This is an optimization exercise on Yosys and OpenROAD, whose aim is small area and a short achievable clock period, not a production implementation. In this exercise RTL edits were held to simulation tests only and were not proved equivalent to the original. Power is estimated from default activity; no workload was simulated.

File: flow/run.sh
#!/bin/bash
# synth_recipe.tcl (not shown) runs the flow's synth.tcl, then flattens the netlist and writes it again
# the make line also repeats each setting of config.mk as NAME=value (left out here)
make -C /OpenROAD-flow-scripts/flow DESIGN_CONFIG=/design/flow/config.mk WORK_HOME=/design/flow/orfs CLKGATE_MAP_FILE= SYNTH_SCRIPT=/design/flow/synth_recipe.tcl finish
File: flow/design.v
`default_nettype none
package dadda_mul_pkg;
    typedef logic [32-1:0]     op_t;
    typedef logic [16-1:0]   half_t;
    typedef logic [2*16-1:0] quarter_t;
    typedef logic [4-1:0][2*16-1:0] quarter_arr_t;
    typedef logic [2*32-1:0] product_t;
    function automatic logic fa_sum(input logic x, input logic y, input logic z);
        fa_sum = x ^ y ^ z;
    endfunction
    function automatic logic fa_carry(input logic x, input logic y, input logic z);
        fa_carry = (x & y) | (x & z) | (y & z);
    endfunction
    function automatic logic ha_sum(input logic x, input logic y);
        ha_sum = x ^ y;
    endfunction
    function automatic logic ha_carry(input logic x, input logic y);
        ha_carry = x & y;
    endfunction
endpackage
`default_nettype wire
`default_nettype none
module dadda_8
(
    input  logic [8-1:0]   a,
    input  logic [8-1:0]   b,
    output logic [2*8-1:0] y
);
    logic [8-1:0][8-1:0] pp;
    logic [5:0]  s1, c1;
    logic [13:0] s2, c2;
    logic [9:0]  s3, c3;
    logic [11:0] s4, c4;
    logic [14:0] row_a;
    logic [14:1] row_b;
    logic [15:2] rc;
    function automatic logic [1:0] fa3(input logic p, input logic q, input logic r);
        fa3 = {dadda_mul_pkg::fa_carry(p, q, r), dadda_mul_pkg::fa_sum(p, q, r)};
    endfunction
    function automatic logic [1:0] ha2(input logic p, input logic q);
        ha2 = {dadda_mul_pkg::ha_carry(p, q), dadda_mul_pkg::ha_sum(p, q)};
    endfunction
    always_comb begin
        for (int i = 0; i < 8; i++) begin
            for (int j = 0; j < 8; j++) begin
                pp[i][j] = a[j] & b[i];
            end
        end
    end
    assign {c1[0], s1[0]} = ha2(pp[6][0], pp[5][1]);
    assign {c1[1], s1[1]} = fa3(pp[7][0], pp[6][1], pp[5][2]);
    assign {c1[2], s1[2]} = ha2(pp[4][3], pp[3][4]);
    assign {c1[3], s1[3]} = fa3(pp[7][1], pp[6][2], pp[5][3]);
    assign {c1[4], s1[4]} = ha2(pp[4][4], pp[3][5]);
    assign {c1[5], s1[5]} = fa3(pp[7][2], pp[6][3], pp[5][4]);
    assign {c2[0], s2[0]}   = ha2(pp[4][0], pp[3][1]);
    assign {c2[1], s2[1]}   = fa3(pp[5][0], pp[4][1], pp[3][2]);
    assign {c2[2], s2[2]}   = ha2(pp[2][3], pp[1][4]);
    assign {c2[3], s2[3]}   = fa3(s1[0], pp[4][2], pp[3][3]);
    assign {c2[4], s2[4]}   = fa3(pp[2][4], pp[1][5], pp[0][6]);
    assign {c2[5], s2[5]}   = fa3(s1[1], s1[2], c1[0]);
    assign {c2[6], s2[6]}   = fa3(pp[2][5], pp[1][6], pp[0][7]);
    assign {c2[7], s2[7]}   = fa3(s1[3], s1[4], c1[1]);
    assign {c2[8], s2[8]}   = fa3(c1[2], pp[2][6], pp[1][7]);
    assign {c2[9], s2[9]}   = fa3(s1[5], c1[3], c1[4]);
    assign {c2[10], s2[10]} = fa3(pp[4][5], pp[3][6], pp[2][7]);
    assign {c2[11], s2[11]} = fa3(pp[7][3], pp[6][4], c1[5]);
    assign {c2[12], s2[12]} = fa3(pp[5][5], pp[4][6], pp[3][7]);
    assign {c2[13], s2[13]} = fa3(pp[7][4], pp[6][5], pp[5][6]);
    assign {c3[0], s3[0]} = ha2(pp[3][0], pp[2][1]);
    assign {c3[1], s3[1]} = fa3(s2[0], pp[2][2], pp[1][3]);
    assign {c3[2], s3[2]} = fa3(s2[1], s2[2], c2[0]);
    assign {c3[3], s3[3]} = fa3(s2[3], c2[1], c2[2]);
    assign {c3[4], s3[4]} = fa3(s2[5], c2[3], c2[4]);
    assign {c3[5], s3[5]} = fa3(s2[7], c2[5], c2[6]);
    assign {c3[6], s3[6]} = fa3(s2[9], c2[7], c2[8]);
    assign {c3[7], s3[7]} = fa3(s2[11], c2[9], c2[10]);
    assign {c3[8], s3[8]} = fa3(s2[13], c2[11], c2[12]);
    assign {c3[9], s3[9]} = fa3(pp[7][5], pp[6][6], pp[5][7]);
    assign {c4[0], s4[0]}   = ha2(pp[2][0], pp[1][1]);
    assign {c4[1], s4[1]}   = fa3(s3[0], pp[1][2], pp[0][3]);
    assign {c4[2], s4[2]}   = fa3(s3[1], c3[0], pp[0][4]);
    assign {c4[3], s4[3]}   = fa3(s3[2], c3[1], pp[0][5]);
    assign {c4[4], s4[4]}   = fa3(s3[3], c3[2], s2[4]);
    assign {c4[5], s4[5]}   = fa3(s3[4], c3[3], s2[6]);
    assign {c4[6], s4[6]}   = fa3(s3[5], c3[4], s2[8]);
    assign {c4[7], s4[7]}   = fa3(s3[6], c3[5], s2[10]);
    assign {c4[8], s4[8]}   = fa3(s3[7], c3[6], s2[12]);
    assign {c4[9], s4[9]}   = fa3(s3[8], c3[7], pp[4][7]);
    assign {c4[10], s4[10]} = fa3(s3[9], c3[8], c2[13]);
    assign {c4[11], s4[11]} = fa3(pp[7][6], pp[6][7], c3[9]);
    assign row_a = {pp[7][7], s4, pp[1][0], pp[0][0]};
    assign row_b = {c4, pp[0][2], pp[0][1]};
    assign y[0]  = row_a[0];
    assign y[1]  = dadda_mul_pkg::ha_sum(row_a[1], row_b[1]);
    assign rc[2] = dadda_mul_pkg::ha_carry(row_a[1], row_b[1]);
    for (genvar k = 2; k < 15; k++) begin : g_ripple
        assign y[k]    = dadda_mul_pkg::fa_sum(row_a[k], row_b[k], rc[k]);
        assign rc[k+1] = dadda_mul_pkg::fa_carry(row_a[k], row_b[k], rc[k]);
    end
    assign y[15] = rc[15];
endmodule
`default_nettype wire
`default_nettype none
module quarter_combiner
#(
    parameter int half_w = 16
) (
    input  logic [2*half_w-1:0] q0,
    input  logic [2*half_w-1:0] q1,
    input  logic [2*half_w-1:0] q2,
    input  logic [2*half_w-1:0] q3,
    output logic [4*half_w-1:0] y
);
    logic [2*half_w-1:0] row_x;
    logic [2*half_w-1:0] s;
    logic [2*half_w-1:0] c;
    logic [3*half_w:2] rc;
    assign row_x = {q3[half_w-1:0], q0[2*half_w-1:half_w]};
    for (genvar j = 0; j < 2*half_w; j++) begin : g_csa
        assign s[j] = dadda_mul_pkg::fa_sum(row_x[j], q1[j], q2[j]);
        assign c[j] = dadda_mul_pkg::fa_carry(row_x[j], q1[j], q2[j]);
    end
    assign y[half_w-1:0] = q0[half_w-1:0];
    assign y[half_w]     = s[0];
    assign y[half_w+1]   = dadda_mul_pkg::ha_sum(s[1], c[0]);
    assign rc[2]         = dadda_mul_pkg::ha_carry(s[1], c[0]);
    for (genvar j = 2; j < 2*half_w; j++) begin : g_ripple
        assign y[half_w+j] = dadda_mul_pkg::fa_sum(s[j], c[j-1], rc[j]);
        assign rc[j+1]     = dadda_mul_pkg::fa_carry(s[j], c[j-1], rc[j]);
    end
    assign y[3*half_w]    = dadda_mul_pkg::fa_sum(q3[half_w], c[2*half_w-1], rc[2*half_w]);
    assign rc[2*half_w+1] = dadda_mul_pkg::fa_carry(q3[half_w], c[2*half_w-1], rc[2*half_w]);
    for (genvar j = 2*half_w + 1; j < 3*half_w; j++) begin : g_tail
        assign y[half_w+j] = dadda_mul_pkg::ha_sum(q3[j-half_w], rc[j]);
        assign rc[j+1]     = dadda_mul_pkg::ha_carry(q3[j-half_w], rc[j]);
    end
endmodule
`default_nettype wire
`default_nettype none
module dadda_16
(
    input  logic [16-1:0]    a,
    input  logic [16-1:0]    b,
    output logic [2*16-1:0] y
);
    logic [8-1:0] a_lo;
    logic [8-1:0] a_hi;
    logic [8-1:0] b_lo;
    logic [8-1:0] b_hi;
    logic [2*8-1:0] p_ll;
    logic [2*8-1:0] p_lh;
    logic [2*8-1:0] p_hl;
    logic [2*8-1:0] p_hh;
    assign a_lo = a[8-1:0];
    assign a_hi = a[2*8-1:8];
    assign b_lo = b[8-1:0];
    assign b_hi = b[2*8-1:8];
    dadda_8 tile_ll (.a(a_lo), .b(b_lo), .y(p_ll));
    dadda_8 tile_lh (.a(a_lo), .b(b_hi), .y(p_lh));
    dadda_8 tile_hl (.a(a_hi), .b(b_lo), .y(p_hl));
    dadda_8 tile_hh (.a(a_hi), .b(b_hi), .y(p_hh));
    quarter_combiner #(
        .half_w(8)
    ) comb_i (
        .q0(p_ll),
        .q1(p_lh),
        .q2(p_hl),
        .q3(p_hh),
        .y (y)
    );
endmodule
`default_nettype wire
`default_nettype none
module product_assembler
(
    input  logic         clk,
    input  logic         arst_n,
    input  logic [4-1:0][2*16-1:0] quarters,
    output logic [2*32-1:0]     y
);
    logic [4-1:0][2*16-1:0] quarters_q;
    always_ff @(posedge clk or negedge arst_n) begin
        if (!arst_n) begin
            quarters_q <= '0;
        end else begin
            quarters_q <= quarters;
        end
    end
    quarter_combiner #(
        .half_w(16)
    ) comb_i (
        .q0(quarters_q[0]),
        .q1(quarters_q[1]),
        .q2(quarters_q[2]),
        .q3(quarters_q[3]),
        .y (y)
    );
endmodule
`default_nettype wire
`default_nettype none
module dadda_mul_top
(
    input  logic     clk,
    input  logic     arst_n,
    input  logic [32-1:0]      a,
    input  logic [32-1:0]      b,
    output logic [2*32-1:0] y
);
    logic [1:0][16-1:0] a_half;
    logic [1:0][16-1:0] b_half;
    logic [4-1:0][2*16-1:0] quarters;
    assign a_half = a;
    assign b_half = b;
    for (genvar q = 0; q < 4; q++) begin : g_lane
        dadda_16 mul_i (
            .a(a_half[q/2]),
            .b(b_half[q%2]),
            .y(quarters[q])
        );
    end
    product_assembler asm_i (
        .clk     (clk),
        .arst_n  (arst_n),
        .quarters(quarters),
        .y       (y)
    );
endmodule
`default_nettype wire
File: flow/constraint.sdc
create_clock -name core_clock -period 22.0 [get_ports {clk}]
set_input_delay 4.4000 -clock core_clock [delete_from_list [all_inputs] [get_ports {clk}]]
set_output_delay 4.4000 -clock core_clock [all_outputs]
set_load 0.01 [all_outputs]
File: flow/config.mk
export PLATFORM = sky130hd
export DESIGN_NAME = dadda_mul_top
export DESIGN_NICKNAME = dadda_mul_top
export VERILOG_FILES = /design/flow/design.v
export SDC_FILE = /design/flow/constraint.sdc
export NUM_CORES = 4
export LEC_CHECK = 0
export CAP_MARGIN = 20
export CORE_MARGIN = 2
export CORE_UTILIZATION = 40
export SLEW_MARGIN = 20
==> reports/qor.txt <==
Period minus WS final: 21310 ps
Top reg by flops: asm_i.quarters_q
RSZ-0062 raised after global routing: no
Vias per inst: 4.64
RePlAce Congestion: 0.777
Max reg flops: 128
Initial Util: 40.3%
Top flop regs: asm_i.quarters_q (128)
Outcome: finished clean
Fmax: 46.9 MHz
Slew @ Worst Pin: 873 ps
Worst EP arrival: 16910 ps
Drt total wl: 80800 um
Final setup violating endpoints: 0
Critical path peak fanout: 1
Post-synthesis instance area: 0.0356 mm^2
Post-Syn Instances: 3519
DRC: 0
Setup bufs post-CTS: 0
Die ar.: 0.0913 mm^2
Initial antenna violation count: 7
P_leak: 0.0184 uW
Largest net degree at the start of global routing: 66
Synthesized flop and latch total: 128
Ports: 130
Worst min path class: primary input to async pin
Nets: 4665
CTS tree: done
Crit end category: output pin
Cell Pwr Density: 150 mW/mm^2
Vias in the first global route: 23900
Slowest-stage cell, CP: fa_1
Max Slew Vio Count: 0
Slew HR: 41.8%
Vert. Die Dim: 302 um
Crit share post-route: 96.9%
Pre-CTS WS: 881 ps
Hold Fails Final Rpt: 0
CP startpoint kind: register
WL per Instance: 17.3 um
Unique masters post-synth: 11
GRT overflow: 0
Cell Rows: 109
Post-CTS sizing: 0
Cts hold-fix bufs: 0
Vias: 21600
Yosys warns: 4
1st-iter DRT viols: 833
All-layer global routing usage: 19.3%
Mapped Nets: 4711
Max Root-Sink Buffers: 2
Setup TNS: 0 ps
Most frequent CP cell: fa_1
Non-Filler Cell Area, Final: 0.0377 mm^2
Total of max-cap violations: 0
Pre-antenna DRT Iters: 5
Worst Path Required: 17600 ps
Fin util: 42.8%
H-tree depth: 4
TritonCTS buffer count: 17
DPL Wire Length: 60200 um
Number of routed nets with antenna violations: 0
Worst-path clk slew: 70 ps
Critical path start-end classification: register to output pin
Synth-to-Final Area Change: 6.13%
Core region area: 0.0882 mm^2
Die width: 302 um
Port-buffer cells: 129
Max IR drop VDD: 0.000185 V
Placed cell areas: 0.0371 mm^2
First-pass GRT wire length: 134000 um
Root Buffer: clkbuf_16
Final setup margin: 688 ps
Sequential area share after synthesis: 9.01%
Clk sinks: 128
Post-Syn Area per Cell: 10.1 um^2
Share of cells above drive strength 1: 2.87%
Worst path max stage delay: 530 ps
[worst max-delay path by stage]
| stage | from | endpoint | slack (ps) | cells after the start |
|---|---|---|---|---|
| finish | asm_i.quarters_q[17] | y[62] | 690 | 52 |
| global route | asm_i.quarters_q[17] | y[62] | 2 | 52 |
| CTS | asm_i.quarters_q[17] | y[63] | 300 | 53 |
| detailed placement | asm_i.quarters_q[17] | y[63] | 880 | 53 |
| global placement | asm_i.quarters_q[17] | y[63] | 930 | 53 |
| floorplan | asm_i.quarters_q[17] | y[63] | 2210 | 53 |
[power breakdown]
part / internal, uW / switching [uW] / leakage, uW
clock network: 174 / 129 / 0.000302
logic: 2200 / 2630 / 0.0166
registers: 444 / 65.2 / 0.00151
total: 2820 / 2820 / 0.0184
[Yosys cell counts]
cell type,number,area [um^2]
xor2_1,5,43.8
buf_4,80,601
dfrtp_1,128,3200
clkbuf_2,45,225
ha_1,171,2140
and2_1,760,4750
inv_1,980,3680
nand2_1,264,991
fa_1,955,19100
buf_6,24,270
buf_2,107,536
[logic make-up after synthesis]
kind of cell,after synthesis,share of synthesized area (%)
simple gates,1024,16.2
buf+inv,1236,14.9
xor+xnor,5,0.123
flops,128,9.01
fa+ha+maj,1126,59.8
[metrics by stage]
stage          instances  power (uW)  hold WS [ps]
3_3_place_gp        4619        5430          4480
4_1_cts             4651        5840          3940
2_1_floorplan       3519        3580          4100
6_report            4655        5640          3920
3_5_place_dp        4619        5480          4460
5_1_grt             4652        6410          3960
[worst max-delay path, delay by kind of cell, from the launching register on]
family                     cells  cell delay, ps
adders and majority gates     47           15370
buffers and inverters          5             750
DFF                            1             320
[layout by cell type, fill, tap and decap left out, types with 2 or more instances in the layout]
| cell type | n |
|---|---|
| and2_1 | 760 |
| nand2_1 | 264 |
| ha_1 | 171 |
| dfrtp_1 | 128 |
| bufinv_16 | 2 |
| xor2_1 | 5 |
| buf_2 | 5 |
| clkinv_4 | 2 |
| clkbuf_16 | 17 |
| clkdlybuf4s50_1 | 122 |
| inv_1 | 980 |
| diode_2 | 4 |
| buf_4 | 62 |
| inv_8 | 3 |
| inv_6 | 6 |
| fa_1 | 955 |
[area by class of cell]
cell class                      count  area (um^2)
Clock inverter                     14          169
Antenna cell                        4         10.0
Timing Repair Buffer              191         1740
Clock buffer                       18          439
Fill cell                        8560        50500
Sequential cell                   128         3200
Multi-Input combinational cell   2155        27000
Inverter                          980         3680
Tap cell                         1165         1460
[per-layer routing]
layer  track usage (%)  wire length (um)  vias up
li1                  -                 -     9439
met1              28.0             37500    11600
met2              31.0             38100      437
met3              2.40              3610       66
met4              4.64              1560        2
met5                 0                11        -

==> port drivers added, routing unchanged <==
The results above use ideal ports. As a check the final layout listed here was re-extracted and re-timed, cells and wires unchanged.
Step 1: set_driving_cell puts a clkbuf_16 on clk and a buf_2 on each other input, an assumption about the parent block.
Step 2 times the ports against the registers' clock, not the clock port: input delays grow and output delays shrink by t, the midpoint of the rising clock arrivals with the driver on.
Three values: ideal, step 1, step 2; two values: the first two.
shift t [ns]: 0.531
setup WS [ns]: 0.688 / 0.625 / 1.156
clock arrival spread, ns: 0.018 / 0.018
worst data-port slew with drivers (ns): 0.08
After both steps setup and hold are still met in this run. For this run, drivers alone change the setup slack by -0.063 ns; drivers and shift together by +0.468 ns.
